This design comes from an exercise in tuning for small area on the open sky130 flow, not from production work.
The RTL was checked by simulation tests, not by an equivalence proof against the original design.
No activity file was given, so power comes from the tool's default toggle rates.

## flow/design.v

```verilog
`default_nettype none
module ctu_counter #(
    parameter int W = 32,
    parameter int G = 8
) (
    input  wire logic         clk,
    input  wire logic         rst,
    input  wire logic         en,
    output logic [W-1:0]      q
);
    localparam int NG = W / G;
    logic [W-1:0]  cnt_q;
    logic [W-1:0]  c;        
    logic [W-1:0]  s;
    logic [NG-1:0] all1;
    logic [NG-1:0] cin;
    for (genvar g = 0; g < NG; g++) begin : g_grp
        assign all1[g] = &cnt_q[g*G +: G];
        if (g == 0) begin : g_first
            assign cin[g] = en;
        end else begin : g_next
            assign cin[g] = cin[g-1] & all1[g-1];
        end
        for (genvar i = 0; i < G; i++) begin : g_bit
            if (i == 0) begin : g_b0
                assign c[g*G+i] = cin[g];
            end else begin : g_bn
                assign c[g*G+i] = c[g*G+i-1] & cnt_q[g*G+i-1];
            end
            assign s[g*G+i] = cnt_q[g*G+i] ^ c[g*G+i];
        end
    end
    always_ff @(posedge clk or posedge rst) begin
        if (rst) cnt_q <= '0;
        else     cnt_q <= s;
    end
    assign q = cnt_q;
endmodule
module commit_trace_unit #(
    parameter int DEPTH = 8,
    parameter int CNT_W = 32
) (
    input  wire logic              clk,
    input  wire logic              rst,
    input  wire logic              reg_wr_i,
    input  wire logic [2:0]        wr_reg_i,
    input  wire logic [15:0]       wr_data_i,
    input  wire logic              mem_rd_i,
    input  wire logic              mem_wr_i,
    input  wire logic [15:0]       mem_addr_i,
    input  wire logic [15:0]       mem_wdata_i,
    input  wire logic [15:0]       mem_rdata_i,
    input  wire logic              halt_i,
    input  wire logic              icache_req_i,
    input  wire logic              icache_hit_i,
    input  wire logic              dcache_req_i,
    input  wire logic              dcache_hit_i,
    output logic                   rec_valid,
    input  wire logic              rec_ready,
    output logic [3:0]             rec_flags,
    output logic [2:0]             rec_reg,
    output logic [15:0]            rec_wdata,
    output logic [15:0]            rec_addr,
    output logic [15:0]            rec_mdata,
    output logic [15:0]            rec_cycle,
    output logic                   full_o,
    output logic                   overflow_o,
    output logic                   done_o,
    output logic [CNT_W-1:0]       cycle_count_o,
    output logic [CNT_W-1:0]       inst_count_o,
    output logic [CNT_W-1:0]       icache_req_cnt_o,
    output logic [CNT_W-1:0]       icache_hit_cnt_o,
    output logic [CNT_W-1:0]       dcache_req_cnt_o,
    output logic [CNT_W-1:0]       dcache_hit_cnt_o
);
    localparam int CW = $clog2(DEPTH) + 1;      
    localparam int RW = 3 + 3 + 4*16;
    logic              halted_q;      
    logic              halt_rec_q;    
    logic              overflow_q;
    logic [CW-1:0]     count_q;
    logic [DEPTH-1:0][RW-1:0] fifo_q;
    logic              w_run, w_event, w_valid, w_full, w_pop, w_push, w_drop;
    logic [RW-1:0]     w_new_rec, w_head;
    logic [DEPTH-1:0]  w_sel;
    assign w_run   = ~halted_q;
    assign w_event = w_run & (halt_i | reg_wr_i | mem_rd_i | mem_wr_i);
    assign w_valid = (count_q != '0);
    assign w_full  = (count_q == CW'(DEPTH));
    assign w_pop   = w_valid & rec_ready;
    assign w_push  = w_event & (~w_full | w_pop);
    assign w_drop  = w_event & w_full & ~w_pop;
    assign w_new_rec = {reg_wr_i, mem_rd_i, mem_wr_i, wr_reg_i, wr_data_i, mem_addr_i,
                        (mem_wr_i ? mem_wdata_i : mem_rdata_i), cycle_count_o[15:0]};
    for (genvar g = 0; g < DEPTH; g++) begin : g_entry
        always_ff @(posedge clk) begin
            if (w_push) fifo_q[g] <= (g == 0) ? w_new_rec : fifo_q[(g == 0) ? 0 : g-1];
        end
    end
    always_ff @(posedge clk or posedge rst) begin
        if (rst) begin
            count_q    <= '0;
            overflow_q <= 1'b0;
            halted_q   <= 1'b0;
            halt_rec_q <= 1'b0;
        end else begin
            if (w_push & ~w_pop)      count_q <= count_q + CW'(1);
            else if (~w_push & w_pop) count_q <= count_q - CW'(1);
            if (w_drop)               overflow_q <= 1'b1;
            if (w_run & halt_i)       halted_q   <= 1'b1;
            if (w_push & halt_i)      halt_rec_q <= 1'b1;
        end
    end
    always_comb begin
        w_head = '0;
        for (int k = 0; k < DEPTH; k++) begin
            w_sel[k] = (count_q == CW'(k+1));
            w_head   = w_head | ({RW{w_sel[k]}} & fifo_q[k]);
        end
    end
    assign rec_valid = w_valid;
    assign rec_flags = {halt_rec_q & w_sel[0], w_head[RW-1 -: 3]};
    assign rec_reg   = w_head[64 +: 3];
    assign rec_wdata = w_head[48 +: 16];
    assign rec_addr  = w_head[32 +: 16];
    assign rec_mdata = w_head[16 +: 16];
    assign rec_cycle = w_head[0  +: 16];
    assign full_o     = w_full;
    assign overflow_o = overflow_q;
    assign done_o     = halted_q & ~w_valid;
    ctu_counter #(.W(CNT_W)) u_cyc (.clk, .rst, .en(w_run),                  .q(cycle_count_o));
    ctu_counter #(.W(CNT_W)) u_ins (.clk, .rst, .en(w_run & (halt_i | reg_wr_i | mem_wr_i)),
                                                                            .q(inst_count_o));
    ctu_counter #(.W(CNT_W)) u_icr (.clk, .rst, .en(w_run & icache_req_i),   .q(icache_req_cnt_o));
    ctu_counter #(.W(CNT_W)) u_ich (.clk, .rst, .en(w_run & icache_hit_i),   .q(icache_hit_cnt_o));
    ctu_counter #(.W(CNT_W)) u_dcr (.clk, .rst, .en(w_run & dcache_req_i),   .q(dcache_req_cnt_o));
    ctu_counter #(.W(CNT_W)) u_dch (.clk, .rst, .en(w_run & dcache_hit_i),   .q(dcache_hit_cnt_o));
endmodule
`default_nettype wire
```

## flow/run.sh

```bash
#!/bin/bash
# synth_recipe.tcl (not shown) runs the flow's synth.tcl, then flattens the netlist and writes it again
# the make line also repeats each setting of config.mk as NAME=value (left out here)
make -C /OpenROAD-flow-scripts/flow DESIGN_CONFIG=/design/flow/config.mk WORK_HOME=/design/flow/orfs CLKGATE_MAP_FILE= SYNTH_SCRIPT=/design/flow/synth_recipe.tcl finish
```

## flow/config.mk

```make
export PLATFORM = sky130hd
export DESIGN_NAME = commit_trace_unit
export DESIGN_NICKNAME = commit_trace_unit
export VERILOG_FILES = /design/flow/design.v
export SDC_FILE = /design/flow/constraint.sdc
export NUM_CORES = 4
export LEC_CHECK = 0
export CAP_MARGIN = 20
export CORE_MARGIN = 2
export CORE_UTILIZATION = 40
export CTS_BUF_LIST = sky130_fd_sc_hd__clkbuf_4
export SLEW_MARGIN = 20
```

## flow/constraint.sdc

```tcl
create_clock -name core_clock -period 5.0 [get_ports {clk}]
set_input_delay 1.0000 -clock core_clock [delete_from_list [all_inputs] [get_ports {clk}]]
set_output_delay 1.0000 -clock core_clock [all_outputs]
set_load 0.01 [all_outputs]
```

==> summary.md, run 1 <==
| Metric | Value |
|---|---|
| Unrepaired setup endpoints after global routing | `yes` |
| CTS max path bufs | `3` |
| MaxCap Viol Count | `0` |
| TritonCTS clock tree | `done` |
| Dpl cells | `between 2000 and 3000` |
| Post-Layout Cell Count | `between 3000 and 4000` |
| Synth Register Bits | `~760` |
| Routed len/inst | `about 23 um` |
| Clock sinks | `approximately 760` |
| Register area share after synthesis | `0.7560` |
| Design area | `between 0.03 and 0.04 sq mm` |
| Post-Syn Area | `approximately 0.029 sq mm` |
| Worst Hold End | `fifo_q[214]` |
| IO Pins | `around 350` |
| Post-DP Area | `roughly 0.033 sq mm` |
| Antenna violations before repair | `6` |
| R2r setup slk | `1.70 ns` |
| Nets@finish | `between 2000 and 2500` |
| Area leader, netlist | `edfxtp_1` |
| Maximum VDD drop | `0.2881 mV` |
| GPL Wtd Cong | `around 0.80` |
| Final count of hold timing violations | `0` |
| Antenna Nets Post-Route | `0` |
| DRT iter0 DRCs | `roughly 1400` |
| Reg-to-Reg Start | `count_q[2]` |
| Area Growth Syn to Fin | `24.62%` |
| Power density over the cells | `about 450 mW/mm^2` |
| FFs w/ async S/R, synth | `0.2622` |
| Vias in the first global route | `roughly 18000` |
| First-pass GRT wire length | `110200 um` |
| Cts hold-fix bufs | `0` |
| Worst slew margin | `0.3158` |
| Data arrival time of the critical path | `3.79 ns` |
| Worst-Skew Late Latency | `between 1 and 1.5 ns` |
| Max FO, Critical Path | `26` |
| Pin count of the biggest net entering global routing | `about 160` |
| Tot GR Track Use | `0.1966` |
| Total routed wirelength | `~73000 um` |
| Cell Rows | `a little under 100` |
| Period utilisation layout | `0.9588` |
| Final Util | `0.5034` |
| Yosys warning count | `2` |
| Final setup viols | `0` |
| Leak Pwr | `~14 nW` |
| CP startpoint kind | `flop` |
| Area contributors post-synth | `edfxtp_1 (58%), dfrtp_1 (17%), ha_1 (7.5%)` |
| Core ar. | `just over 0.07 sq mm` |
| Syn Nets | `about 1900` |
| Total CTS buffers | `~200` |
| Area of the die | `roughly 0.074 sq mm` |
| FF-to-FF End | `fifo_q[512]` |
| Min Tclk post-route | `between 4 and 5 ns` |
| FMAX | `between 200 and 250 MHz` |
| Chip Width | `272.5 um` |
| Commonest non-fill, non-tap cell in the layout | `edfxtp_1` |
| Starting Density | `0.4040` |
| R2R cell count | `4` |
| H-Tree Depth | `4` |
| Critical path class | `flop to output pin` |
| Total gr overflow | `0` |
| Die height | `roughly 270 um` |
| Root buf cell | `clkbuf_4` |
| Setup tns final | `0 ns` |
| Max Slew Vio Count | `0` |
| Post-synth EDFFs | `560` |
| # port buffers | `344` |
| Setup crit end kind | `output pin` |
| Min-Delay Startpoint | `fifo_q[144]` |
| Post-synth top area share | `0.5833` |
| Distinct cells, synth | `48` |
| Most frequent cells in the layout | `edfxtp_1 (560), clkdlybuf4s50_1 (343), clkbuf_4 (289), dfrtp_1 (197), ha_1 (169)` |
| TritonRoute pass-1 iters | `7` |
| Avg Vias per Cell | `~5.3` |
| Avg Inst Size Synth | `between 15 and 20 sq um` |
| Design Power | `roughly 16 mW` |
| Share of layout cells above drive strength 1 | `0.1687` |
| Req. time, crit path | `about 4 ns` |
| Post-route DRC | `0` |
| Main flop type after synthesis | `edfxtp_1` |
| Hold Crit Depth | `0` |
| Hold Path Class | `flop to flop` |
| Vias | `about 17000` |
| Result of the run | `finished clean` |
| Worst-path clk slew | `0.07 ns` |
| Skew final | `between 0.07 and 0.08 ns` |
| HPWL Detailed | `43890 um` |
| Cell count after synthesis | `1636` |
| Worst Tran Pin Value | `roughly 1.0 ns` |
==> area by class of cell <==
| class | instances | area (sq um) |
|---|---|---|
| multi-input cells | 771 | 6616 |
| clock buffers | 289 | 2170 |
| fillers | 6089 | 35440 |
| inverters | 10 | 41.29 |
| repair buffers | 372 | 3740 |
| diodes | 7 | 17.52 |
| well taps | 950 | 1189 |
| clock inverters | 69 | 349.1 |
| flip-flops and latches | 759 | 21800 |
==> kinds of logic after synthesis <==
logic type	count (synthesis)	synth area share
AND/OR/NAND/NOR	240	0.05447
adder cells (fa/ha/maj)	173	0.07508
multiplexers	27	0.01050
XOR/XNOR	28	0.008507
AO/OA/AOI/OAI	302	0.07699
buffers and inverters	107	0.01840
flip-flops	759	0.7560
==> worst max-delay path, stage by stage, from the launching register on <==
cell             delay (ns)
dfrtp_4                0.62
buf_4                  0.40
and3b_2                0.54
a22o_1                 0.34
a2111o_1               0.41
clkdlybuf4s50_1        0.51
==> registers in the layout, indices dropped and copies added, names as in the netlist <==
register and cells:
halt_rec_q 1, count_q 4, fifo_q 560, overflow_q 1, u_dcr.cnt_q 32, u_icr.cnt_q 32
u_ich.cnt_q 32, halted_q 1, u_ins.cnt_q 32, u_dch.cnt_q 32, u_cyc.cnt_q 32
==> cell usage after synthesis (4+ instances only) <==
library cell,instances
buf_1,4
clkbuf_1,43
and4_1,8
nor3_1,8
dfrtp_1,199
xor2_1,27
nor2_1,11
and3b_1,7
o21ai_0,22
nand3_1,73
ha_1,173
mux2_2,21
nor4b_1,5
a22o_1,61
o21ai_1,9
a222oi_1,6
nand4_1,30
mux2_1,5
nand4b_1,27
a21oi_1,29
buf_4,19
nand2_1,11
inv_1,10
buf_2,28
a22oi_1,164
nand3b_1,29
edfxtp_1,560
nor2b_1,9
and4b_1,9
==> per-layer routing <==
metal  vias to the layer above  share of wire  global-route usage
met5                         -        0.00036                   0
li1                       7637              -                   -
met3                       105           0.11             0.08913
met2                       743           0.47              0.3027
met4                         4          0.016             0.06724
met1                      8621           0.40              0.2458
==> report_power, final <==
group / internal [mW] / total, mW / switching (mW)
Sequential: 6.74 / 6.89 / 0.151
Clock: 2.72 / 5.33 / 2.60
Combinational: 1.71 / 3.83 / 2.13
Total: 11.2 / 16.1 / 4.88
==> how the worst max path moves through the flow <==
stage                     slack [ns]  cells past startpoint               to       start
after global routing           -0.05                      7     rec_flags[1]  count_q[1]
after detailed placement        0.96                     12  u_ins.cnt_q[31]      halt_i
after global placement          0.97                     12  u_ins.cnt_q[31]      halt_i
after CTS                       0.01                      4     rec_cycle[6]  count_q[2]
final                           0.21                      5     rec_wdata[5]  count_q[3]
after floorplan               -11.11                     10       count_q[2]  count_q[0]
==> per-stage QoR <==
stage	setup slack (ns)	hold slack [ns]
6_report	0.2062	0.4193
5_1_grt	-0.05059	0.4078
4_1_cts	0.01379	0.4124
3_5_place_dp	0.9621	0.4290
3_3_place_gp	0.9729	0.4232
2_1_floorplan	-11.11	0.4168
==> timing repair <==
item / in CTS / in global routing
setup buffers: 1 / 0
resized for setup: 4 / 3
pin swaps: 0 / 0
gates cloned: 0 / 1
setup endpoints to repair: 29 / 14
==> run 2: changes to the inputs <==
==> flow/flow/run.sh (new file) <==
#!/bin/bash
# Standard ORFS layout; input/output ports are buffered with the smallest buffer.
set -euo pipefail
export BUFFER_PORTS_ARGS="-buffer_cell sky130_fd_sc_hd__buf_1"
bash standard.sh > standard_flow.log 2>&1
==> flow/standard.sh (new file) <==
#!/bin/bash
# synth_recipe.tcl (not shown) runs the flow's synth.tcl, then flattens the netlist and writes it again
# the make line also repeats each setting of config.mk as NAME=value (left out here)
make -C /OpenROAD-flow-scripts/flow DESIGN_CONFIG=/design/flow/config.mk WORK_HOME=/design/flow/orfs CLKGATE_MAP_FILE= SYNTH_SCRIPT=/design/flow/synth_recipe.tcl "${@:-finish}"
removed: flow/run.sh
==> summary.md, run 2 <==
| Metric | Value |
|---|---|
| Result of the run | `finished clean` |
| Post-synth top area share | `0.5833 (unchanged)` |
| Worst Tran Pin Value | `1.087 ns (+0.06482 ns)` |
| Nets@finish | `2358 (-0.34%)` |
| Antenna Nets Post-Route | `0 (unchanged)` |
| Count leader, synth | `edfxtp_1` |
| Min Tclk post-route | `4.597 ns (-0.1965 ns)` |
| Share of layout cells above drive strength 1 | `0.1667 (-0.002056)` |
| Avg Vias per Cell | `5.331 (+0.55%)` |
| Reg area | `0.02180 sq mm (unchanged)` |
| Final Util | `0.4725 (-0.03091)` |
| GPL Wtd Cong | `0.8091 (+1.1%)` |
| Hold slack final | `0.1249 ns (-0.2944 ns)` |
| Final setup viols | `0 (unchanged)` |
| Setup tns final | `0 ns (unchanged)` |
| Chip Width | `272.5 um (unchanged)` |
| Pin count of the biggest net entering global routing | `148 (-8.1%)` |
| TritonRoute pass-1 iters | `7 (unchanged)` |
| Core ar. | `0.07136 sq mm (unchanged)` |
| Max reg flops | `560 (unchanged)` |
| Cell count after synthesis | `1636 (unchanged)` |
| Final count of hold timing violations | `0 (unchanged)` |
| Clock power share | `0.349 (+0.017)` |
| Area of the die | `0.07423 sq mm (unchanged)` |
| Postcts setup bufs | `0 (-1)` |
| Synth Register Bits | `759 (unchanged)` |
| FMAX | `217.5 MHz (+4.3%)` |
| Register area share after synthesis | `0.7560 (unchanged)` |
| CP startpoint kind | `flop` |
| HPWL Detailed | `43200 um (-1.6%)` |
| Design Power | `15.36 mW (-4.3%)` |
| Period utilisation layout | `0.9195 (-0.03929)` |
| Area of the multi-input gates | `0.006599 sq mm (-0.26%)` |
| Sequential share of power | `0.451 (+0.022)` |
| Cell Rows | `98 (unchanged)` |
| Post-Synth XOR/XNOR Area | `0.008507 (unchanged)` |
| # port buffers | `344 (unchanged)` |
| Largest stage delay, worst path | `0.51 ns (-0.11 ns)` |
| Distinct cells, synth | `48 (unchanged)` |
| Total routed wirelength | `71190 um (-2.6%)` |
| # fillers | `6317 (+3.7%)` |
| Power density over the cells | `455.4 mW/mm^2 (+1.9%)` |
| Critical path class | `flop to output pin` |
| Max FO, Critical Path | `37 (+42%)` |
| Switching part of the total | `0.3130 (+0.008988)` |
| Setup ws final | `0.4027 ns (+0.1965 ns)` |
| Avg Inst Size Synth | `17.62 sq um (unchanged)` |
| Biggest register | `fifo_q` |
| Commonest non-fill, non-tap cell in the layout | `edfxtp_1` |
| Req. time, crit path | `4.00 ns (about the same)` |
| Skew final | `0.08328 ns (+0.004643 ns)` |
| Main combinational cell family by area after synthesis | `compound AO/OA/AOI/OAI gates` |
| Pre-CTS setup slack | `1.239 ns (+0.2769 ns)` |
| Worst slew margin | `0.2757 (-0.04013)` |
| Total gr overflow | `0 (unchanged)` |
| TritonCTS clock tree | `done` |
| Post-route DRC | `0 (unchanged)` |
| Post-synthesis mux area share | `0.01050 (unchanged)` |
| Post-synth EDFFs | `560 (unchanged)` |
| Worst-Skew Late Latency | `1.04 ns (about the same)` |
| Max Slew Vio Count | `0 (unchanged)` |
| Post-synthesis simple-gate area fraction | `0.05447 (unchanged)` |
| Most frequent cells in the layout | `edfxtp_1 (560), buf_1 (343), clkbuf_4 (292), dfrtp_1 (197), ha_1 (169)` |
| First-pass GRT wire length | `107600 um (-2.3%)` |
| CTS max path bufs | `3 (unchanged)` |
| Hold Path Class | `input port to flop` |
| Syn Nets | `1887 (unchanged)` |
| Data arrival time of the critical path | `3.60 ns (-0.19 ns)` |
| Area Growth Syn to Fin | `16.97%` |
| Antenna violations before repair | `4 (-2)` |
| Root buf cell | `clkbuf_4` |
| Area leader, netlist | `edfxtp_1` |
| Vias | `17120 (+0.053%)` |
| Area contributors post-synth | `edfxtp_1 (58%), dfrtp_1 (17%), ha_1 (7.5%)` |
| H-Tree Depth | `4 (unchanged)` |
| Post-Syn Area | `0.02883 sq mm (unchanged)` |
| FFs w/ async S/R, synth | `0.2622 (unchanged)` |
| Comb power frac | `0.200 (-0.039)` |
| Switching pwr | `4.807 mW (-1.5%)` |
| Main flop type after synthesis | `edfxtp_1` |
| P_int | `10.55 mW (-5.6%)` |
| Leak Pwr | `13.24 nW (-6.1%)` |
| Setup crit end kind | `output pin` |
| Post-synth top cells | `edfxtp_1 (560), dfrtp_1 (199), ha_1 (173), a22oi_1 (164), nand3_1 (73)` |
| DRT iter0 DRCs | `1400 (+3.2%)` |
| Synth Area in Compound Gates | `0.07699 (unchanged)` |
| Starting Density | `0.4040 (unchanged)` |
| Resize count post-CTS | `0 (-4)` |
| Routed len/inst | `22.17 um (-2.2%)` |
| IO Pins | `345 (unchanged)` |
| Yosys warning count | `2 (unchanged)` |
| Maximum VDD drop | `0.2518 mV (-13%)` |
| Crit path top cell by count | `buf_4` |
| MaxCap Viol Count | `0 (unchanged)` |
| Die height | `272.5 um (unchanged)` |
| Cts hold-fix bufs | `0 (unchanged)` |
| Unrepaired setup endpoints after global routing | `no` |
| Worst-path cell chain | `inv_1 > ha_2 > buf_4 > nor3b_4 > buf_4 > a22oi_1 > nand4_1 > buf_1` |
| Worst-path clk slew | `0.06 ns (about the same)` |
| Tot GR Track Use | `0.1915 (-0.005114)` |
| Slowest cell on the critical path | `buf_4` |
| Vias in the first global route | `17850 (-1.8%)` |
| Synth Area in Adders | `0.07508 (unchanged)` |
| Total CTS buffers | `197 (-2.0%)` |
| Clock sinks | `759 (unchanged)` |
run 2: final cells by class:
cell class | count | share of cell area
flip-flops and latches | 759 | 0.6466
multi-input cells | 770 | 0.1957
clock buffers | 292 | 0.06501
repair buffers | 369 | 0.04612
well taps | 950 | 0.03525
clock inverters | 56 | 0.009722
inverters | 10 | 0.001224
diodes | 5 | 0.0003711
run 2: metrics by stage:
step | instance area (sq um) | std cells
2_1_floorplan | 28880 | 1636
3_3_place_gp | 31180 | 2858
3_5_place_dp | 31180 | 2858
4_1_cts | 33700 | 3206
5_1_grt | 33720 | 3211
6_report | 33720 | 3211
run 2: per-layer routing:
metal | GRT usage | up-vias | share of wire
li1 | - | 7624 | -
met1 | 0.2488 | 8666 | 0.42
met2 | 0.3002 | 735 | 0.47
met3 | 0.06630 | 92 | 0.089
met4 | 0.06507 | 2 | 0.016
met5 | 0 | - | 0.00018
run 2: final timing paths:
check	start	endpoint	slack [ns]	depth (start not counted)
worst max-delay path	count_q[0]	rec_flags[1]	0.40	8
worst min-delay path	wr_data_i[6]	fifo_q[54]	0.12	1
worst max register to register	count_q[0]	fifo_q[461]	1.56	7
worst min register to register	fifo_q[320]	fifo_q[390]	0.40	0
max in group asynchronous	rst	u_dch.cnt_q[14]	4.10	3
min in group asynchronous	rst	u_ich.cnt_q[31]	0.15	3
run 2: power by group through the flow:
| stage | clock [mW] | combinational, mW | sequential (mW) |
|---|---|---|---|
| final | 5.37 | 3.07 | 6.92 |
| after global routing | 5.92 | 3.31 | 6.93 |
| after CTS | 5.58 | 3.12 | 6.92 |
| after detailed placement | 0 | 3.12 | 7.05 |
| after global placement | 0 | 3.11 | 7.05 |
| after floorplan | 0 | 1.91 | 6.91 |
run 2: kinds of logic after synthesis:
logic type / after synthesis
DFF: 759
AOI/OAI and AO/OA: 302
and+or+nand+nor: 240
adders and majority gates: 173
buffers and inverters: 107
xor gates and xnor gates: 28
muxes: 27
run 2: critical path: cells and delay by family, from the launching register on:
family / cells / cell delay, ns
buf+inv: 4 / 1.25
fa+ha+maj: 1 / 0.19
compound gates: 1 / 0.18
simple gates: 2 / 0.48
flops: 1 / 0.49
==> run 3: changes to the inputs <==
--- a/flow/config.mk
+++ b/flow/config.mk
@@ -9,4 +9,6 @@
 export CORE_MARGIN = 2
 export CORE_UTILIZATION = 40
-export CTS_BUF_LIST = sky130_fd_sc_hd__clkbuf_4
+export CTS_BUF_LIST = sky130_fd_sc_hd__clkbuf_8
+export CTS_CLUSTER_DIAMETER = 50
+export CTS_CLUSTER_SIZE = 16
 export SLEW_MARGIN = 20
==> summary.md, run 3 <==
| Metric | Value |
|---|---|
| Avg Vias per Cell | `5.434 (+1.9%)` |
| Final count of hold timing violations | `0 (unchanged)` |
| Commonest non-fill, non-tap cell in the layout | `edfxtp_1` |
| H-Tree Depth | `3 (-1)` |
| IO Pins | `345 (unchanged)` |
| Chip Width | `272.5 um (unchanged)` |
| Req. time, crit path | `4.00 ns (about the same)` |
| Min Tclk post-route | `4.472 ns (-0.1250 ns)` |
| Core ar. | `0.07136 sq mm (unchanged)` |
| Total CTS buffers | `82 (-58%)` |
| Setup tns final | `0 ns (unchanged)` |
| Final Util | `0.4634 (-0.009135)` |
| Setup ws final | `0.5277 ns (+0.1250 ns)` |
| Post-synthesis mux area share | `0.01050 (unchanged)` |
| Synth Area in Adders | `0.07508 (unchanged)` |
| Unrepaired setup endpoints after global routing | `no` |
| TritonRoute pass-1 iters | `6 (-1)` |
| Syn Nets | `1887 (unchanged)` |
| Max FO, Critical Path | `42 (+14%)` |
| Total gr overflow | `0 (unchanged)` |
| Vias in the first global route | `16900 (-5.3%)` |
| Power density over the cells | `442.0 mW/mm^2 (-3.0%)` |
| CP startpoint kind | `flop` |
| Clock sinks | `759 (unchanged)` |
| Antenna Nets Post-Route | `0 (unchanged)` |
| Data arrival time of the critical path | `3.47 ns (-0.13 ns)` |
| Root buf cell | `clkbuf_8` |
| Count leader, synth | `edfxtp_1` |
| Post-Syn Area | `0.02883 sq mm (unchanged)` |
| CTS max path bufs | `3 (unchanged)` |
| Final setup viols | `0 (unchanged)` |
| Distinct cells, synth | `48 (unchanged)` |
| Area Growth Syn to Fin | `14.70%` |
| Post-synthesis simple-gate area fraction | `0.05447 (unchanged)` |
| Max Slew Vio Count | `0 (unchanged)` |
| Worst Tran Pin Value | `1.126 ns (+0.03940 ns)` |
| Switching pwr | `4.751 mW (-1.2%)` |
| Post-synth top cells | `edfxtp_1 (560), dfrtp_1 (199), ha_1 (173), a22oi_1 (164), nand3_1 (73)` |
| Die height | `272.5 um (unchanged)` |
| Post-Synth XOR/XNOR Area | `0.008507 (unchanged)` |
| Most frequent cells in the layout | `edfxtp_1 (560), buf_1 (343), dfrtp_1 (197), ha_1 (169), a22oi_1 (164)` |
| Share of layout cells above drive strength 1 | `0.1020 (-0.06468)` |
| Post-route DRC | `0 (unchanged)` |
| Switching part of the total | `0.3250 (+0.01205)` |
| Routed len/inst | `23.25 um (+4.9%)` |
| Pin count of the biggest net entering global routing | `148 (unchanged)` |
| Hold Path Class | `flop to flop` |
| FFs w/ async S/R, synth | `0.2622 (unchanged)` |
| Postcts setup bufs | `0 (unchanged)` |
| Pre-CTS setup slack | `1.239 ns (unchanged)` |
| Cell Rows | `98 (unchanged)` |
| Critical path class | `flop to output pin` |
| Cts hold-fix bufs | `0 (unchanged)` |
| Synth Register Bits | `759 (unchanged)` |
| Tot GR Track Use | `0.1861 (-0.005369)` |
| # port buffers | `344 (unchanged)` |
| Yosys warning count | `2 (unchanged)` |
| Sequential share of power | `0.473 (+0.022)` |
| Area contributors post-synth | `edfxtp_1 (58%), dfrtp_1 (17%), ha_1 (7.5%)` |
| Comb power frac | `0.210 (+0.010)` |
| Clock power share | `0.317 (-0.032)` |
| Setup crit end kind | `output pin` |
| Post-synth EDFFs | `560 (unchanged)` |
| Cell count after synthesis | `1636 (unchanged)` |
| Worst-Skew Late Latency | `0.72 ns (-0.32 ns)` |
| Post-synth top area share | `0.5833 (unchanged)` |
| Post-Layout Cell Count | `3010 (-6.3%)` |
| DRT iter0 DRCs | `1457 (+4.1%)` |
| Skew final | `0.05132 ns (-0.03196 ns)` |
| Leak Pwr | `12.73 nW (-3.8%)` |
| HPWL Detailed | `43200 um (unchanged)` |
| Area of the die | `0.07423 sq mm (unchanged)` |
| Design Power | `14.62 mW (-4.8%)` |
| Worst-path clk slew | `0.10 ns (+0.04 ns)` |
| TritonCTS clock tree | `done` |
| Main flop type after synthesis | `edfxtp_1` |
| Register area share after synthesis | `0.7560 (unchanged)` |
| Period utilisation layout | `0.8945 (-0.02499)` |
| Starting Density | `0.4040 (unchanged)` |
| Biggest register | `fifo_q` |
| Total routed wirelength | `69990 um (-1.7%)` |
| Maximum VDD drop | `0.2508 mV (-0.38%)` |
| FMAX | `223.6 MHz (+2.8%)` |
| MaxCap Viol Count | `0 (unchanged)` |
| Result of the run | `finished clean` |
| Resize count post-CTS | `0 (unchanged)` |
| Dpl cells | `2858 (unchanged)` |
| Avg Inst Size Synth | `17.62 sq um (unchanged)` |
| Synth Area in Compound Gates | `0.07699 (unchanged)` |
| Area leader, netlist | `edfxtp_1` |
| GPL Wtd Cong | `0.8091 (unchanged)` |
| Max reg flops | `560 (unchanged)` |
| Worst slew margin | `0.2494 (-0.02627)` |
| First-pass GRT wire length | `105100 um (-2.3%)` |
| Antenna violations before repair | `3 (-1)` |
| P_int | `9.865 mW (-6.5%)` |
| Nets@finish | `2243 (-4.9%)` |
| Vias | `16360 (-4.5%)` |
| Main combinational cell family by area after synthesis | `compound AO/OA/AOI/OAI gates` |
==> run 3: final cells by class <==
type / count / area (sq um)
multi-input combinational: 770 / 6599
antenna: 1 / 2.502
fill: 6270 / 38300
tap: 950 / 1189
sequential: 759 / 21800
clock buffer: 85 / 1170
inverter: 10 / 41.29
timing repair buffer: 369 / 1555
clock inverter: 66 / 710.7
==> run 3: power groups by stage <==
stage          sequential, mW  combinational [mW]  clock (mW)
3_5_place_dp             7.05                3.12           0
2_1_floorplan            6.91                1.91           0
5_1_grt                  6.93                3.32        5.02
3_3_place_gp             7.05                3.11           0
4_1_cts                  6.91                3.12        4.79
6_report                 6.91                3.07        4.64
==> run 3: logic make-up after synthesis <==
family | count (synthesis)
compound gates | 302
xor+xnor | 28
fa+ha+maj | 173
buf+inv | 107
flops | 759
mux | 27
simple gates | 240
==> run 3: worst paths after layout <==
| check | startpoint | endpoint | slack (ns) | cells after the start |
|---|---|---|---|---|
| worst max-delay path | count_q[3] | rec_mdata[14] | 0.53 | 6 |
| worst min-delay path | fifo_q[113] | fifo_q[183] | 0.41 | 0 |
| worst max register to register | count_q[3] | count_q[3] | 1.43 | 8 |
| worst min register to register | fifo_q[113] | fifo_q[183] | 0.41 | 0 |
| max in group asynchronous | rst | u_dch.cnt_q[18] | 3.83 | 3 |
| min in group asynchronous | rst | u_ich.cnt_q[31] | 0.48 | 3 |
==> run 3: routing by layer <==
layer,wire [um],GRT usage,part of all wire,up-vias
met5,9,0,0.00013,-
met4,1353,0.04641,0.019,2
met3,5795,0.05395,0.083,95
met2,33170,0.3005,0.47,621
met1,29660,0.2480,0.42,8394
li1,-,-,-,7245
==> run 3: worst max-delay path: stages, from the launching register on <==
cell and delay (ns):
dfrtp_2 1.00, buf_4 0.45, nor3b_4 0.08, buf_4 0.33
a2111oi_0 0.51, nand3_1 0.19, buf_1 0.18
==> run 3: through the flow <==
stage,hold slack [ns],cell area [sq um]
2_1_floorplan,0.4168,28880
3_3_place_gp,0.4233,31180
3_5_place_dp,0.4268,31180
4_1_cts,0.3840,33070
5_1_grt,0.4038,33070
6_report,0.4109,33070
==> run 4: changes to the inputs <==
--- a/flow/config.mk
+++ b/flow/config.mk
@@ -9,6 +9,6 @@
 export CORE_MARGIN = 2
 export CORE_UTILIZATION = 40
-export CTS_BUF_LIST = sky130_fd_sc_hd__clkbuf_8
-export CTS_CLUSTER_DIAMETER = 50
-export CTS_CLUSTER_SIZE = 16
+export CTS_BUF_LIST = sky130_fd_sc_hd__clkbuf_16
+export CTS_CLUSTER_DIAMETER = 60
+export CTS_CLUSTER_SIZE = 24
 export SLEW_MARGIN = 20
==> summary.md, run 4 <==
| Metric | Value |
|---|---|
| # port buffers | `344 (unchanged)` |
| Post-Layout Cell Count | `2959 (-1.7%)` |
| Nets@finish | `2215 (-1.2%)` |
| Min-Delay Startpoint | `fifo_q[237]` |
| Final Util | `0.4616 (-0.001736)` |
| MaxCap Viol Count | `0 (unchanged)` |
| Distinct cells, synth | `48 (unchanged)` |
| Max FO, Critical Path | `42 (unchanged)` |
| Count leader, synth | `edfxtp_1` |
| Worst-path cell chain | `buf_4 > nor3b_4 > buf_4 > a2111oi_0 > nand3_1 > buf_1` |
| Min Tclk post-route | `4.376 ns (-0.09630 ns)` |
| Pin count of the biggest net entering global routing | `148 (unchanged)` |
| GPL Wtd Cong | `0.8091 (unchanged)` |
| Area leader, netlist | `edfxtp_1` |
| Chip Width | `272.5 um (unchanged)` |
| Crit path top cell by count | `buf_4` |
| Req. time, crit path | `4.00 ns (about the same)` |
| Worst-path clk slew | `0.09 ns (about the same)` |
| Total CTS buffers | `54 (-34%)` |
| Post-DP Area | `0.03118 sq mm (unchanged)` |
| Unrepaired setup endpoints after global routing | `no` |
| Commonest non-fill, non-tap cell in the layout | `edfxtp_1` |
| Post-Syn Area | `0.02883 sq mm (unchanged)` |
| Hold Crit Depth | `0 (unchanged)` |
| Routed len/inst | `23.37 um (+0.51%)` |
| Most frequent cells in the layout | `edfxtp_1 (560), buf_1 (343), dfrtp_1 (197), ha_1 (169), a22oi_1 (164)` |
| Post-synth top area share | `0.5833 (unchanged)` |
| Period utilisation layout | `0.8752 (-0.01926)` |
| Power density over the cells | `438.7 mW/mm^2 (-0.74%)` |
| Final count of hold timing violations | `0 (unchanged)` |
| First-pass GRT wire length | `103900 um (-1.2%)` |
| R2r setup slk | `1.42 ns (about the same)` |
| Area contributors post-synth | `edfxtp_1 (58%), dfrtp_1 (17%), ha_1 (7.5%)` |
| Worst slew margin | `0.2608 (+0.01140)` |
| Inserted Diodes | `0 (-1)` |
| Slowest cell on the critical path | `dfrtp_2` |
| Dpl cells | `2858 (unchanged)` |
| DRT iter0 DRCs | `1294 (-11%)` |
| Reg area | `0.02180 sq mm (unchanged)` |
| Register area share after synthesis | `0.7560 (unchanged)` |
| Clock sinks | `759 (unchanged)` |
| Skew final | `0.03586 ns (-0.01546 ns)` |
| Yosys warning count | `2 (unchanged)` |
| Hold Path Class | `flop to flop` |
| IO Pins | `345 (unchanged)` |
| CP startpoint kind | `flop` |
| Synth Register Bits | `759 (unchanged)` |
| Avg Inst Size Synth | `17.62 sq um (unchanged)` |
| FF-to-FF End | `count_q[3]` |
| Antenna Nets Post-Route | `0 (unchanged)` |
| Setup tns final | `0 ns (unchanged)` |
| Antenna violations before repair | `2 (-1)` |
| Worst Hold End | `fifo_q[307]` |
| Largest stage delay, worst path | `1.00 ns (about the same)` |
| Leak Pwr | `12.65 nW (-0.69%)` |
| H-Tree Depth | `2 (-1)` |
| Worst-Skew Late Latency | `0.64 ns (-0.08 ns)` |
| Top Family by Delay on Critical Path | `flip-flops` |
| Core ar. | `0.07136 sq mm (unchanged)` |
| Setup ws final | `0.6240 ns (+0.09630 ns)` |
| Tot GR Track Use | `0.1835 (-0.002627)` |
| FMAX | `228.5 MHz (+2.2%)` |
| Area Growth Syn to Fin | `14.27%` |
| Final setup viols | `0 (unchanged)` |
| Root buf cell | `clkbuf_16` |
| Cell Rows | `98 (unchanged)` |
| Worst path bufs/invs | `3 (unchanged)` |
| Maximum VDD drop | `0.3276 mV (+31%)` |
| Cts hold-fix bufs | `0 (unchanged)` |
| Area of the multi-input gates | `0.006599 sq mm (unchanged)` |
| Total gr overflow | `0 (unchanged)` |
| Vias | `16130 (-1.4%)` |
| Area of the die | `0.07423 sq mm (unchanged)` |
| Reg-to-Reg Start | `count_q[3]` |
| FFs w/ async S/R, synth | `0.2622 (unchanged)` |
| Hold slack final | `0.4168 ns (+0.005958 ns)` |
| Starting Density | `0.4040 (unchanged)` |
| Vias in the first global route | `16590 (-1.9%)` |
| Data arrival time of the critical path | `3.38 ns (-0.09 ns)` |
| Syn Nets | `1887 (unchanged)` |
| HPWL Detailed | `43200 um (unchanged)` |
| Biggest register | `fifo_q` |
| # fillers | `6258 (-0.19%)` |
| Critical path class | `flop to output pin` |
| Max reg flops | `560 (unchanged)` |
| Avg Vias per Cell | `5.451 (+0.31%)` |
| Postcts setup bufs | `0 (unchanged)` |
| Resize count post-CTS | `0 (unchanged)` |
| Design area | `0.03294 sq mm (-0.37%)` |
| R2R cell count | `8 (unchanged)` |
| Total routed wirelength | `69160 um (-1.2%)` |
| Post-synth top cells | `edfxtp_1 (560), dfrtp_1 (199), ha_1 (173), a22oi_1 (164), nand3_1 (73)` |
| Design Power | `14.45 mW (-1.1%)` |
| Post-synth EDFFs | `560 (unchanged)` |
| Worst Tran Pin Value | `1.109 ns (-0.01710 ns)` |
| Result of the run | `finished clean` |
| Cell count after synthesis | `1636 (unchanged)` |
| Max Slew Vio Count | `0 (unchanged)` |
| Setup crit end kind | `output pin` |
| Die height | `272.5 um (unchanged)` |
| Post-route DRC | `0 (unchanged)` |
| Pre-CTS setup slack | `1.239 ns (unchanged)` |
| Share of layout cells above drive strength 1 | `0.07765 (-0.02434)` |
| Main flop type after synthesis | `edfxtp_1` |
| TritonRoute pass-1 iters | `5 (-1)` |
| CTS max path bufs | `3 (unchanged)` |
| TritonCTS clock tree | `done` |
==> run 4: cell type report <==
type / instances / share of cell area
tap: 950 / 0.03608
sequential: 759 / 0.6618
inverter: 10 / 0.001253
timing repair buffer: 369 / 0.04721
multi-input combinational: 770 / 0.2003
clock inverter: 46 / 0.01162
clock buffer: 55 / 0.04178
==> run 4: worst max path at each step <==
stage                          start         endpoint  slack, ns  cells after the start
final                     count_q[3]    rec_mdata[14]       0.62                      6
after detailed placement      halt_i  u_ins.cnt_q[31]       1.24                     12
after CTS                 count_q[3]    rec_cycle[11]       0.60                      6
after floorplan           count_q[0]       count_q[2]     -11.11                     10
after global placement    count_q[3]    rec_mdata[14]       1.35                      6
after global routing      count_q[3]    rec_mdata[14]       0.38                      6
==> run 4: layer usage <==
metal | routed length (um) | global-route usage
met1 | 29320 | 0.2481
met2 | 32570 | 0.2960
met3 | 5853 | 0.04734
met4 | 1401 | 0.04743
met5 | 7 | 0
==> run 4: worst register-to-register path: cells and delay by family, from the launching register on <==
kind                     cells  cell delay [ns]
AO/OA/AOI/OAI                1             0.19
buffers and inverters        1             0.36
adder cells (fa/ha/maj)      1             0.30
XOR/XNOR                     1             0.08
AND/OR/NAND/NOR              4             1.50
flip-flops                   1             1.00
==> run 4: cell families (layout without fill, tap and decap cells) <==
logic type / after synthesis / count (layout) / synth area share
flops: 759 / 759 / 0.7560
compound gates: 302 / 302 / 0.07699
simple gates: 240 / 240 / 0.05447
fa+ha+maj: 173 / 173 / 0.07508
buf+inv: 107 / 480 / 0.01840
xor+xnor: 28 / 28 / 0.008507
mux: 27 / 27 / 0.01050
==> run 4: power by group <==
group | internal, mW | switching (mW)
logic | 1.03 | 2.04
registers | 6.73 | 0.181
clock network | 2.14 | 2.34
total | 9.90 | 4.55
==> run 5: changes to the inputs <==
--- a/flow/config.mk
+++ b/flow/config.mk
@@ -10,5 +10,5 @@
 export CORE_UTILIZATION = 40
 export CTS_BUF_LIST = sky130_fd_sc_hd__clkbuf_16
-export CTS_CLUSTER_DIAMETER = 60
-export CTS_CLUSTER_SIZE = 24
+export CTS_CLUSTER_DIAMETER = 40
+export CTS_CLUSTER_SIZE = 30
 export SLEW_MARGIN = 20
==> summary.md, run 5 <==
| Metric | Value |
|---|---|
| Leak Pwr | `13.66 nW (+8.0%)` |
| Data arrival time of the critical path | `3.40 ns (+0.02 ns)` |
| Sequential share of power | `0.385 (-0.093)` |
| GPL Wtd Cong | `0.8091 (unchanged)` |
| Synth Area in Compound Gates | `0.07699 (unchanged)` |
| Reg-to-Reg Start | `count_q[3]` |
| Yosys warning count | `2 (unchanged)` |
| Gr busiest metal | `met2` |
| Vias in the first global route | `17220 (+3.8%)` |
| Setup crit end kind | `output pin` |
| Cts hold-fix bufs | `0 (unchanged)` |
| Worst-path clk slew | `0.05 ns (-0.04 ns)` |
| P_int | `12.77 mW (+29%)` |
| Commonest non-fill, non-tap cell in the layout | `edfxtp_1` |
| Switching pwr | `5.213 mW (+14%)` |
| FF-to-FF End | `count_q[3]` |
| Main flop type after synthesis | `edfxtp_1` |
| Worst-Skew Late Latency | `0.67 ns (+0.03 ns)` |
| Unrepaired setup endpoints after global routing | `no` |
| Final setup viols | `0 (unchanged)` |
| GRT met2 Usage | `0.3011 (+0.005089)` |
| Min-Delay Startpoint | `fifo_q[113]` |
| R2R cell count | `8 (unchanged)` |
| Post-synth EDFFs | `560 (unchanged)` |
| Antenna Nets Post-Route | `0 (unchanged)` |
| Count leader, synth | `edfxtp_1` |
| Area of the die | `0.07423 sq mm (unchanged)` |
| Synth Register Bits | `759 (unchanged)` |
| Post-Synth XOR/XNOR Area | `0.008507 (unchanged)` |
| GR Util met1 | `0.2486 (+0.0005188)` |
| Top Family by Delay on Critical Path | `flip-flops` |
| Dpl cells | `2858 (unchanged)` |
| Area leader, netlist | `edfxtp_1` |
| # port buffers | `344 (unchanged)` |
| Period utilisation layout | `0.8806 (+0.005417)` |
| Worst path bufs/invs | `3 (unchanged)` |
| Total routed wirelength | `70320 um (+1.7%)` |
| Hold Path Class | `flop to flop` |
| TritonCTS clock tree | `done` |
| Worst slew margin | `0.2448 (-0.01597)` |
| IO Pins | `345 (unchanged)` |
| Result of the run | `finished clean` |
| Vias | `16610 (+3.0%)` |
| Post-Syn Area | `0.02883 sq mm (unchanged)` |
| H-Tree Depth | `3 (+1)` |
| Largest stage delay, worst path | `0.99 ns (about the same)` |
| Distinct cells, synth | `48 (unchanged)` |
| Core ar. | `0.07136 sq mm (unchanged)` |
| FMAX | `227.1 MHz (-0.61%)` |
| Nets@finish | `2268 (+2.4%)` |
| Post-DP Area | `0.03118 sq mm (unchanged)` |
| Req. time, crit path | `4.00 ns (about the same)` |
| Worst Hold End | `fifo_q[183]` |
| Final Util | `0.4910 (+0.02931)` |
| Tot GR Track Use | `0.1883 (+0.004847)` |
| Worst-path cell chain | `buf_4 > nor3b_4 > buf_4 > a222oi_1 > nand3_1 > buf_1` |
| Avg Inst Size Synth | `17.62 sq um (unchanged)` |
| Antenna violations before repair | `2 (unchanged)` |
| Hold slack final | `0.4242 ns (+0.007413 ns)` |
| Clock power share | `0.444 (+0.134)` |
| Setup ws final | `0.5969 ns (-0.02708 ns)` |
| Post-Layout Cell Count | `3060 (+3.4%)` |
| Avg Vias per Cell | `5.429 (-0.40%)` |
| Main combinational cell family by area after synthesis | `compound AO/OA/AOI/OAI gates` |
| Root buf cell | `clkbuf_16` |
| Starting Density | `0.4040 (unchanged)` |
| Post-synthesis mux area share | `0.01050 (unchanged)` |
| Max FO, Critical Path | `42 (unchanged)` |
| Biggest register | `fifo_q` |
| Maximum VDD drop | `0.3292 mV (+0.50%)` |
| Worst Tran Pin Value | `1.133 ns (+0.02395 ns)` |
| Syn Nets | `1887 (unchanged)` |
| Crit path top cell by count | `buf_4` |
| FFs w/ async S/R, synth | `0.2622 (unchanged)` |
| Post-route DRC | `0 (unchanged)` |
| Area Growth Syn to Fin | `21.53%` |
| Inserted Diodes | `0 (unchanged)` |
| Post-synth top cells | `edfxtp_1 (560), dfrtp_1 (199), ha_1 (173), a22oi_1 (164), nand3_1 (73)` |
| First-pass GRT wire length | `106400 um (+2.4%)` |
| Share of layout cells above drive strength 1 | `0.1180 (+0.04036)` |
| Routed len/inst | `22.98 um (-1.7%)` |
| Pin count of the biggest net entering global routing | `148 (unchanged)` |
| CTS max path bufs | `3 (unchanged)` |
| Design area | `0.03504 sq mm (+6.4%)` |
| Total gr overflow | `0 (unchanged)` |
| Slowest cell on the critical path | `dfrtp_2` |
| Hold Crit Depth | `0 (unchanged)` |
| Pre-CTS setup slack | `1.239 ns (unchanged)` |
| Max Slew Vio Count | `0 (unchanged)` |
| # fillers | `6046 (-3.4%)` |
| Post-synthesis simple-gate area fraction | `0.05447 (unchanged)` |
| HPWL Detailed | `43200 um (unchanged)` |
| Final count of hold timing violations | `0 (unchanged)` |
| Postcts setup bufs | `0 (unchanged)` |
| Register area share after synthesis | `0.7560 (unchanged)` |
| Chip Width | `272.5 um (unchanged)` |
| Cell count after synthesis | `1636 (unchanged)` |
| Cell Rows | `98 (unchanged)` |
| Critical path class | `flop to output pin` |
| R2r setup slk | `1.43 ns (about the same)` |
| DRT iter0 DRCs | `1322 (+2.2%)` |
| Min Tclk post-route | `4.403 ns (+0.02708 ns)` |
| Power density over the cells | `513.3 mW/mm^2 (+17%)` |
| Clock sinks | `759 (unchanged)` |
| Comb power frac | `0.170 (-0.042)` |
| Area contributors post-synth | `edfxtp_1 (58%), dfrtp_1 (17%), ha_1 (7.5%)` |
| Max reg flops | `560 (unchanged)` |
| Post-synth top area share | `0.5833 (unchanged)` |
| Switching part of the total | `0.2898 (-0.02520)` |
| Synth Area in Adders | `0.07508 (unchanged)` |
| GR Util met3 | `0.05695 (+0.009609)` |
| Resize count post-CTS | `0 (unchanged)` |
| TritonRoute pass-1 iters | `6 (+1)` |
| Skew final | `0.03003 ns (-0.005832 ns)` |
| MaxCap Viol Count | `0 (unchanged)` |
| Most frequent cells in the layout | `edfxtp_1 (560), buf_1 (343), dfrtp_1 (197), ha_1 (169), a22oi_1 (164)` |
| Setup tns final | `0 ns (unchanged)` |
| Total CTS buffers | `107 (+98%)` |
| Design Power | `17.98 mW (+24%)` |
| CP startpoint kind | `flop` |
| Die height | `272.5 um (unchanged)` |
## run 5: cell counts after synthesis
No cell type changed its count.
## run 5: how the worst max path moves through the flow
| stage | from | to | slack, ns | cells after the start |
|---|---|---|---|---|
| 2_1_floorplan | count_q[0] | count_q[2] | -11.11 | 10 |
| 3_3_place_gp | count_q[3] | rec_mdata[14] | 1.35 | 6 |
| 3_5_place_dp | halt_i | u_ins.cnt_q[31] | 1.24 | 12 |
| 4_1_cts | count_q[3] | rec_cycle[11] | 0.55 | 6 |
| 5_1_grt | count_q[3] | rec_mdata[14] | 0.32 | 6 |
| 6_report | count_q[3] | rec_cycle[11] | 0.60 | 6 |
## run 5: cell type report
class	instances	area, sq um	area share
Clock buffer	108	2703	0.07714
Tap cell	950	1189	0.03393
Timing Repair Buffer	369	1555	0.04439
Sequential cell	759	21800	0.6222
Inverter	10	41.29	0.001178
Clock inverter	94	1149	0.03278
Multi-Input combinational cell	770	6599	0.1883
## run 5: layer usage
metal	vias to the layer above	part of all wire	wire, um
met2	655	0.47	33270
li1	7330	-	-
met5	-	0.00018	13
met3	117	0.083	5802
met1	8508	0.42	29560
met4	2	0.024	1668
## run 5: cell families after synthesis
kind of cell	after synthesis
flip-flops	759
AO/OA/AOI/OAI	302
AND/OR/NAND/NOR	240
adder cells (fa/ha/maj)	173
buffers and inverters	107
XOR/XNOR	28
multiplexers	27
## run 5: worst register-to-register path, stage by stage, from the launching register on
cell and delay [ns]:
dfrtp_2 0.99, and3b_4 0.68, buf_12 0.36, nor2b_4 0.28
nor3_4 0.13, ha_1 0.30, or4_1 0.41, a21oi_1 0.19
xor2_1 0.08
## run 5: power by group through the flow
stage	sequential [mW]	clock [mW]	combinational [mW]
after floorplan	6.91	0	1.91
after global placement	7.05	0	3.11
after detailed placement	7.05	0	3.12
after CTS	6.93	8.16	3.12
after global routing	6.94	8.42	3.32
final	6.93	7.99	3.07
==> run 6: changes to the inputs <==
--- a/flow/config.mk
+++ b/flow/config.mk
@@ -8,7 +8,8 @@
 export CAP_MARGIN = 20
 export CORE_MARGIN = 2
-export CORE_UTILIZATION = 40
+export CORE_UTILIZATION = 65
 export CTS_BUF_LIST = sky130_fd_sc_hd__clkbuf_16
-export CTS_CLUSTER_DIAMETER = 40
+export CTS_CLUSTER_DIAMETER = 50
 export CTS_CLUSTER_SIZE = 30
+export PLACE_DENSITY = 0.8
 export SLEW_MARGIN = 20
==> summary.md, run 6 <==
| Metric | Value |
|---|---|
| Crit path to | `rec_cycle[11]` |
| Switching pwr | `4.468 mW (-14%)` |
| TritonCTS clock tree | `done` |
| CTS max path bufs | `3 (unchanged)` |
| Slowest cell on the critical path | `nor2b_1` |
| Area contributors post-synth | `edfxtp_1 (58%), dfrtp_1 (17%), ha_1 (7.5%)` |
| H-Tree Depth | `2 (-1)` |
| Worst slew margin | `0.2929 (+0.04805)` |
| MaxCap Viol Count | `0 (unchanged)` |
| Clock power share | `0.318 (-0.126)` |
| Post-synth top area share | `0.5833 (unchanged)` |
| FF-to-FF End | `count_q[3]` |
| Setup tns final | `0 ns (unchanged)` |
| Worst setup path start | `count_q[0]` |
| Commonest non-fill, non-tap cell in the layout | `edfxtp_1` |
| Maximum VDD drop | `0.3665 mV (+11%)` |
| P_int | `10.03 mW (-21%)` |
| Post-synth top cells | `edfxtp_1 (560), dfrtp_1 (199), ha_1 (173), a22oi_1 (164), nand3_1 (73)` |
| FMAX | `224.1 MHz (-1.3%)` |
| Sequential share of power | `0.473 (+0.088)` |
| IO Pins | `345 (unchanged)` |
| Yosys warning count | `2 (unchanged)` |
| Cell count after synthesis | `1636 (unchanged)` |
| Most frequent cells in the layout | `edfxtp_1 (560), buf_1 (343), dfrtp_1 (197), ha_1 (169), a22oi_1 (164)` |
| Resize count post-CTS | `0 (unchanged)` |
| Core ar. | `0.04403 sq mm (-38%)` |
| Reg-to-Reg Start | `count_q[3]` |
| Design area | `0.03259 sq mm (-7.0%)` |
| Area of the die | `0.04605 sq mm (-38%)` |
| Vias in the first global route | `16540 (-3.9%)` |
| Root buf cell | `clkbuf_16` |
| Syn Nets | `1887 (unchanged)` |
| Share of layout cells above drive strength 1 | `0.07964 (-0.03837)` |
| Worst-path clk slew | `0.09 ns (+0.04 ns)` |
| Worst path bufs/invs | `3 (unchanged)` |
| Worst-path cell chain | `inv_1 > ha_2 > buf_4 > nor2b_1 > a222oi_1 > nand3_1 > buf_1` |
| Total CTS buffers | `53 (-50%)` |
| Inserted Diodes | `0 (unchanged)` |
| Vias | `16450 (-0.95%)` |
| Antenna Nets Post-Route | `0 (unchanged)` |
| R2R cell count | `7 (-1)` |
| Distinct cells, synth | `48 (unchanged)` |
| Max FO, Critical Path | `32 (-24%)` |
| Max reg flops | `560 (unchanged)` |
| Power density over the cells | `444.8 mW/mm^2 (-13%)` |
| Max Slew Vio Count | `0 (unchanged)` |
| Final count of hold timing violations | `0 (unchanged)` |
| Area of the multi-input gates | `0.006573 sq mm (-0.40%)` |
| FFs w/ async S/R, synth | `0.2622 (unchanged)` |
| Die height | `214.6 um (-21%)` |
| Largest stage delay, worst path | `0.56 ns (-0.43 ns)` |
| Period utilisation layout | `0.8923 (+0.01168)` |
| Comb power frac | `0.210 (+0.040)` |
| Critical Path Stages | `7 (+1)` |
| Leak Pwr | `12.68 nW (-7.2%)` |
| Avg Vias per Cell | `6.326 (+17%)` |
| Chip Width | `214.6 um (-21%)` |
| Final Util | `0.7403 (+0.2493)` |
| Min Tclk post-route | `4.462 ns (+0.05841 ns)` |
| CP startpoint kind | `flop` |
| Area leader, netlist | `edfxtp_1` |
| Skew final | `0.02790 ns (-0.002126 ns)` |
| Postcts setup bufs | `0 (unchanged)` |
| Post-synth EDFFs | `560 (unchanged)` |
| DRT iter0 DRCs | `1954 (+48%)` |
| Design Power | `14.50 mW (-19%)` |
| R2r setup slk | `1.55 ns (+0.12 ns)` |
| Register area share after synthesis | `0.7560 (unchanged)` |
| Post-route DRC | `0 (unchanged)` |
| Switching part of the total | `0.3081 (+0.01829)` |
| Post-DP Area | `0.03070 sq mm (-1.5%)` |
| Final setup viols | `0 (unchanged)` |
| Biggest register | `fifo_q` |
| Clock sinks | `759 (unchanged)` |
| Routed len/inst | `24.55 um (+6.8%)` |
| Post-Syn Area | `0.02883 sq mm (unchanged)` |
| # fillers | `2674 (-56%)` |
| First-pass GRT wire length | `97690 um (-8.2%)` |
| Reg area | `0.02180 sq mm (about the same)` |
| Main flop type after synthesis | `edfxtp_1` |
| Hold Path Class | `input port to async pin` |
| Req. time, crit path | `4.00 ns (about the same)` |
| Area Growth Syn to Fin | `13.06%` |
| HPWL Detailed | `39750 um (-8.0%)` |
| Data arrival time of the critical path | `3.46 ns (+0.06 ns)` |
| Pin count of the biggest net entering global routing | `214 (+45%)` |
| Starting Density | `0.6548 (+0.2508)` |
| Hold slack final | `0.4425 ns (+0.01826 ns)` |
| Total routed wirelength | `63860 um (-9.2%)` |
| # port buffers | `344 (unchanged)` |
| Total gr overflow | `0 (unchanged)` |
| Worst-Skew Late Latency | `0.62 ns (-0.05 ns)` |
| GPL Wtd Cong | `0.8438 (+4.3%)` |
| Count leader, synth | `edfxtp_1` |
| Top Family by Delay on Critical Path | `buffers and inverters` |
| Unrepaired setup endpoints after global routing | `no` |
| Synth Register Bits | `759 (unchanged)` |
| Setup crit end kind | `output pin` |
| Critical path class | `flop to output pin` |
| Tot GR Track Use | `0.2773 (+0.08902)` |
| Avg Inst Size Synth | `17.62 sq um (unchanged)` |
| Nets@finish | `2216 (-2.3%)` |
| Cell Rows | `77 (-21%)` |
| Worst Tran Pin Value | `1.061 ns (-0.07208 ns)` |
| TritonRoute pass-1 iters | `9 (+3)` |
| Result of the run | `finished clean` |
| Cts hold-fix bufs | `0 (unchanged)` |
| Antenna violations before repair | `1 (-1)` |
-- run 6: cell counts after synthesis --
No cell type changed its count.
-- run 6: cell type report --
class,count,area share
clock buffers,56,0.04299
multi-input cells,770,0.2017
well taps,592,0.02273
clock inverters,43,0.01417
inverters,10,0.001267
flip-flops and latches,759,0.6688
repair buffers,371,0.04841
-- run 6: kinds of logic after synthesis --
kind of cell,after synthesis,share of synthesized area
buf+inv,107,0.01840
fa+ha+maj,173,0.07508
mux,27,0.01050
compound gates,302,0.07699
flops,759,0.7560
xor+xnor,28,0.008507
simple gates,240,0.05447
-- run 6: per-stage QoR --
stage,std cells,worst slack [ns]
floorplan,1636,-11.11
global placement,2501,1.387
detailed placement,2501,1.254
CTS,2600,0.5510
global route,2601,0.4301
finish,2601,0.5385
-- run 6: worst min-delay path by stage --
stage | start | end | slack (ns) | cells past startpoint
floorplan | fifo_q[59] | fifo_q[129] | 0.42 | 0
global placement | fifo_q[95] | fifo_q[165] | 0.42 | 0
detailed placement | fifo_q[197] | fifo_q[267] | 0.43 | 0
CTS | rst | u_cyc.cnt_q[2] | 0.42 | 2
global route | fifo_q[485] | fifo_q[555] | 0.45 | 0
finish | rst | u_dcr.cnt_q[17] | 0.44 | 2
-- run 6: routing by layer --
metal,routed length [um],GRT usage,vias up
met5,13,0,-
met4,1208,0.06991,2
met3,6342,0.06482,89
met2,30780,0.4406,823
met1,25510,0.3960,8359
li1,-,-,7181
-- run 6: power groups by stage --
stage	clock (mW)	combinational [mW]	sequential, mW
after floorplan	0	1.91	6.91
after detailed placement	0	3.01	6.99
after global routing	4.89	3.23	6.87
final	4.60	3.04	6.86
after CTS	4.69	3.03	6.86
after global placement	0	2.96	6.98
==> run 7: changes to the inputs <==
==> flow/run.sh (new file) <==
#!/bin/bash
# synth_recipe.tcl (not shown) runs the flow's synth.tcl, then flattens the netlist and writes it again
# the make line also repeats each setting of config.mk as NAME=value (left out here)
make -C /OpenROAD-flow-scripts/flow DESIGN_CONFIG=/design/flow/config.mk WORK_HOME=/design/flow/orfs CLKGATE_MAP_FILE= SYNTH_SCRIPT=/design/flow/synth_recipe.tcl finish
--- a/flow/config.mk
+++ b/flow/config.mk
@@ -8,8 +8,4 @@
 export CAP_MARGIN = 20
 export CORE_MARGIN = 2
-export CORE_UTILIZATION = 65
-export CTS_BUF_LIST = sky130_fd_sc_hd__clkbuf_16
-export CTS_CLUSTER_DIAMETER = 50
-export CTS_CLUSTER_SIZE = 30
-export PLACE_DENSITY = 0.8
+export CORE_UTILIZATION = 40
 export SLEW_MARGIN = 20
removed: flow/flow/run.sh
removed: flow/standard.sh
==> summary.md, run 7 <==
| Metric | Value |
|---|---|
| Cts hold-fix bufs | `0 (unchanged)` |
| GR Util met3 | `0.07485 (+0.01003)` |
| Count leader, synth | `edfxtp_1` |
| Result of the run | `finished clean` |
| Final setup viols | `0 (unchanged)` |
| Vias | `16360 (-0.59%)` |
| Min-Delay Startpoint | `fifo_q[91]` |
| FFs w/ async S/R, synth | `0.2622 (unchanged)` |
| Routed len/inst | `23.71 um (-3.4%)` |
| Post-synth EDFFs | `560 (unchanged)` |
| Distinct cells, synth | `48 (unchanged)` |
| Final count of hold timing violations | `0 (unchanged)` |
| Worst Tran Pin Value | `1.031 ns (-0.02972 ns)` |
| Cell Rows | `98 (+27%)` |
| Max reg flops | `560 (unchanged)` |
| H-Tree Depth | `3 (+1)` |
| Share of layout cells above drive strength 1 | `0.08706 (+0.007421)` |
| MaxCap Viol Count | `0 (unchanged)` |
| Worst slew margin | `0.3127 (+0.01981)` |
| Post-synth top cells | `edfxtp_1 (560), dfrtp_1 (199), ha_1 (173), a22oi_1 (164), nand3_1 (73)` |
| Worst-Skew Late Latency | `0.61 ns (about the same)` |
| Data arrival time of the critical path | `3.60 ns (+0.14 ns)` |
| Clock sinks | `759 (unchanged)` |
| DRT iter0 DRCs | `1409 (-28%)` |
| Vias in the first global route | `17100 (+3.4%)` |
| Skew final | `0.01902 ns (-0.008884 ns)` |
| Yosys warning count | `2 (unchanged)` |
| TritonRoute pass-1 iters | `5 (-4)` |
| Maximum VDD drop | `0.3477 mV (-5.1%)` |
| Min Tclk post-route | `4.600 ns (+0.1383 ns)` |
| IO Pins | `345 (unchanged)` |
| Gr busiest metal | `met2` |
| Root buf cell | `clkbuf_16` |
| Post-Syn Area | `0.02883 sq mm (unchanged)` |
| Postcts setup bufs | `0 (unchanged)` |
| Core ar. | `0.07136 sq mm (+62%)` |
| HPWL Detailed | `43890 um (+10%)` |
| Cell count after synthesis | `1636 (unchanged)` |
| Antenna violations before repair | `3 (+2)` |
| Reg area | `0.02180 sq mm (about the same)` |
| GR Util met1 | `0.2459 (-0.1500)` |
| Setup ws final | `0.4002 ns (-0.1383 ns)` |
| Synth Register Bits | `759 (unchanged)` |
| Nets@finish | `2246 (+1.4%)` |
| Setup tns final | `0 ns (unchanged)` |
| Unrepaired setup endpoints after global routing | `no` |
| Avg Inst Size Synth | `17.62 sq um (unchanged)` |
| Post-route DRC | `0 (unchanged)` |
| Most frequent cells in the layout | `edfxtp_1 (560), clkdlybuf4s50_1 (343), dfrtp_1 (197), ha_1 (169), a22oi_1 (164)` |
| First-pass GRT wire length | `107300 um (+9.9%)` |
| GRT met2 Usage | `0.2978 (-0.1427)` |
| Antenna Nets Post-Route | `0 (unchanged)` |
| Main flop type after synthesis | `edfxtp_1` |
| Starting Density | `0.4040 (-0.2508)` |
| Area of the die | `0.07423 sq mm (+61%)` |
| Reg-to-Reg Start | `count_q[2]` |
| Total gr overflow | `0 (unchanged)` |
| Register area share after synthesis | `0.7560 (unchanged)` |
| Setup crit end kind | `output pin` |
| Post-synth top area share | `0.5833 (unchanged)` |
| Max FO, Critical Path | `34 (+6.3%)` |
| Area Growth Syn to Fin | `24.40%` |
| Hold Path Class | `flop to flop` |
| Worst-path clk slew | `0.06 ns (-0.03 ns)` |
| Tot GR Track Use | `0.1906 (-0.08675)` |
| Biggest register | `fifo_q` |
| GPL Wtd Cong | `0.8002 (-5.2%)` |
| R2R cell count | `4 (-3)` |
| Syn Nets | `1887 (unchanged)` |
| CTS max path bufs | `3 (unchanged)` |
| FF-to-FF End | `fifo_q[432]` |
| Power density over the cells | `456.8 mW/mm^2 (+2.7%)` |
| Die height | `272.5 um (+27%)` |
| CP startpoint kind | `flop` |
| # port buffers | `344 (unchanged)` |
| Total CTS buffers | `83 (+57%)` |
| Total routed wirelength | `71280 um (+12%)` |
| Period utilisation layout | `0.9200 (+0.02765)` |
| Area leader, netlist | `edfxtp_1` |
| FMAX | `217.4 MHz (-3.0%)` |
| Critical path class | `flop to output pin` |
| Area of the multi-input gates | `0.006599 sq mm (+0.40%)` |
| Pre-CTS setup slack | `0.9621 ns (-0.2917 ns)` |
| Leak Pwr | `13.82 nW (+9.0%)` |
| Hold Crit Depth | `0` |
| Pin count of the biggest net entering global routing | `161 (-25%)` |
| TritonCTS clock tree | `done` |
| Resize count post-CTS | `0 (unchanged)` |
| Commonest non-fill, non-tap cell in the layout | `edfxtp_1` |
| Avg Vias per Cell | `5.440 (-14%)` |
| Chip Width | `272.5 um (+27%)` |
| Req. time, crit path | `4.00 ns (about the same)` |
| Worst Hold End | `fifo_q[161]` |
| # fillers | `5979 (+120%)` |
| Max Slew Vio Count | `0 (unchanged)` |
| Area contributors post-synth | `edfxtp_1 (58%), dfrtp_1 (17%), ha_1 (7.5%)` |
| R2r setup slk | `1.70 ns (+0.15 ns)` |
## run 7: cell counts after synthesis
Identical to the previous run, type by type.
## run 7: layer usage
layer  wire length (um)  vias up
met3               7271      108
li1                   -     7244
met4               1544        4
met5                 26        -
met2              33320      611
met1              29120     8390
## run 7: area by class of cell
type	count	area share
well taps	950	0.03314
inverters	10	0.001151
repair buffers	371	0.1036
multi-input cells	770	0.1840
diodes	1	0.00006978
clock inverters	35	0.006106
clock buffers	111	0.06399
flip-flops and latches	759	0.6079
## run 7: critical path, stage by stage (launching register included)
cell and delay [ns]:
dfrtp_1 0.46, inv_1 0.15, ha_4 0.51, and3b_1 0.60
buf_4 0.36, a22oi_1 0.13, nand4b_1 0.19, clkdlybuf4s50_1 0.57
## run 7: worst max path at each step
stage | slack [ns] | cells after the start | to | startpoint
after detailed placement | 0.96 | 12 | u_ins.cnt_q[31] | halt_i
after global routing | 0.18 | 5 | rec_cycle[8] | count_q[0]
after global placement | 0.97 | 12 | u_ins.cnt_q[31] | halt_i
final | 0.40 | 7 | rec_addr[14] | count_q[1]
after CTS | 0.32 | 7 | rec_addr[14] | count_q[1]
after floorplan | -11.11 | 10 | count_q[2] | count_q[0]
## run 7: cells by family after synthesis
logic type	synth area share
DFF	0.7560
AOI/OAI and AO/OA	0.07699
and+or+nand+nor	0.05447
adders and majority gates	0.07508
buffers and inverters	0.01840
xor gates and xnor gates	0.008507
muxes	0.01050
## run 7: through the flow
step	hold slack, ns	cells	utilization	instance area (sq um)	power, mW
after detailed placement	0.4290	2860	0.4673	33350	10.84
after floorplan	0.4168	1636	-	28880	8.823
after CTS	0.4367	3006	0.5025	35860	16.62
final	0.4308	3007	0.5025	35860	16.38
after global routing	0.4490	3007	0.5025	35860	17.07
after global placement	0.4232	2860	0.4673	33350	10.82
## run 7: where the power goes
part,internal [mW],switching [mW],total [mW],leakage (nW)
combinational,1.68,2.08,3.76,4.83
sequential,6.74,0.149,6.89,7.76
clock,3.31,2.42,5.73,1.23
total,11.7,4.65,16.4,13.8

[static timing again, ports no longer ideal]
Ports are ideal in the flow. The routed layouts listed here were re-timed in OpenROAD.
Step 1 assumes that a clkbuf_16 drives the clock port and a buf_2 every other input.
Step 2 adds t to the input delays and takes it off the output delays; t is the mean of the earliest and latest rising clock arrival at the registers after step 1. Input paths then give back, and output paths get back, about the clock's delay inside the block.
Slacks: no drivers / after step 1 / after step 2; pairs: no drivers / after step 1.
run | shift t [ns] | slack for setup (ns) | worst setup path at the end | clock arrival spread, ns | worst register clock-pin slew, ns
run 1 | 1.049 | 0.206 / 0.144 / 0.990 | input to register | 0.082 / 0.082 | 0.07 / 0.07
run 2 | 1.058 | 0.403 / 0.340 / 1.309 | input to register | 0.096 / 0.097 | 0.07 / 0.07
run 3 | 0.748 | 0.528 / 0.463 / 1.210 | register to output | 0.068 / 0.067 | 0.10 / 0.10
run 4 | 0.683 | 0.624 / 0.558 / 1.242 | register to output | 0.045 / 0.045 | 0.09 / 0.09
run 5 | 0.724 | 0.597 / 0.530 / 1.254 | register to output | 0.033 / 0.033 | 0.06 / 0.06
run 6 | 0.671 | 0.538 / 0.482 / 1.153 | register to output | 0.039 / 0.039 | 0.10 / 0.10
run 7 | 0.669 | 0.400 / 0.336 / 0.984 | input to register | 0.023 / 0.023 | 0.06 / 0.06
After both steps every run listed still meets setup and hold.
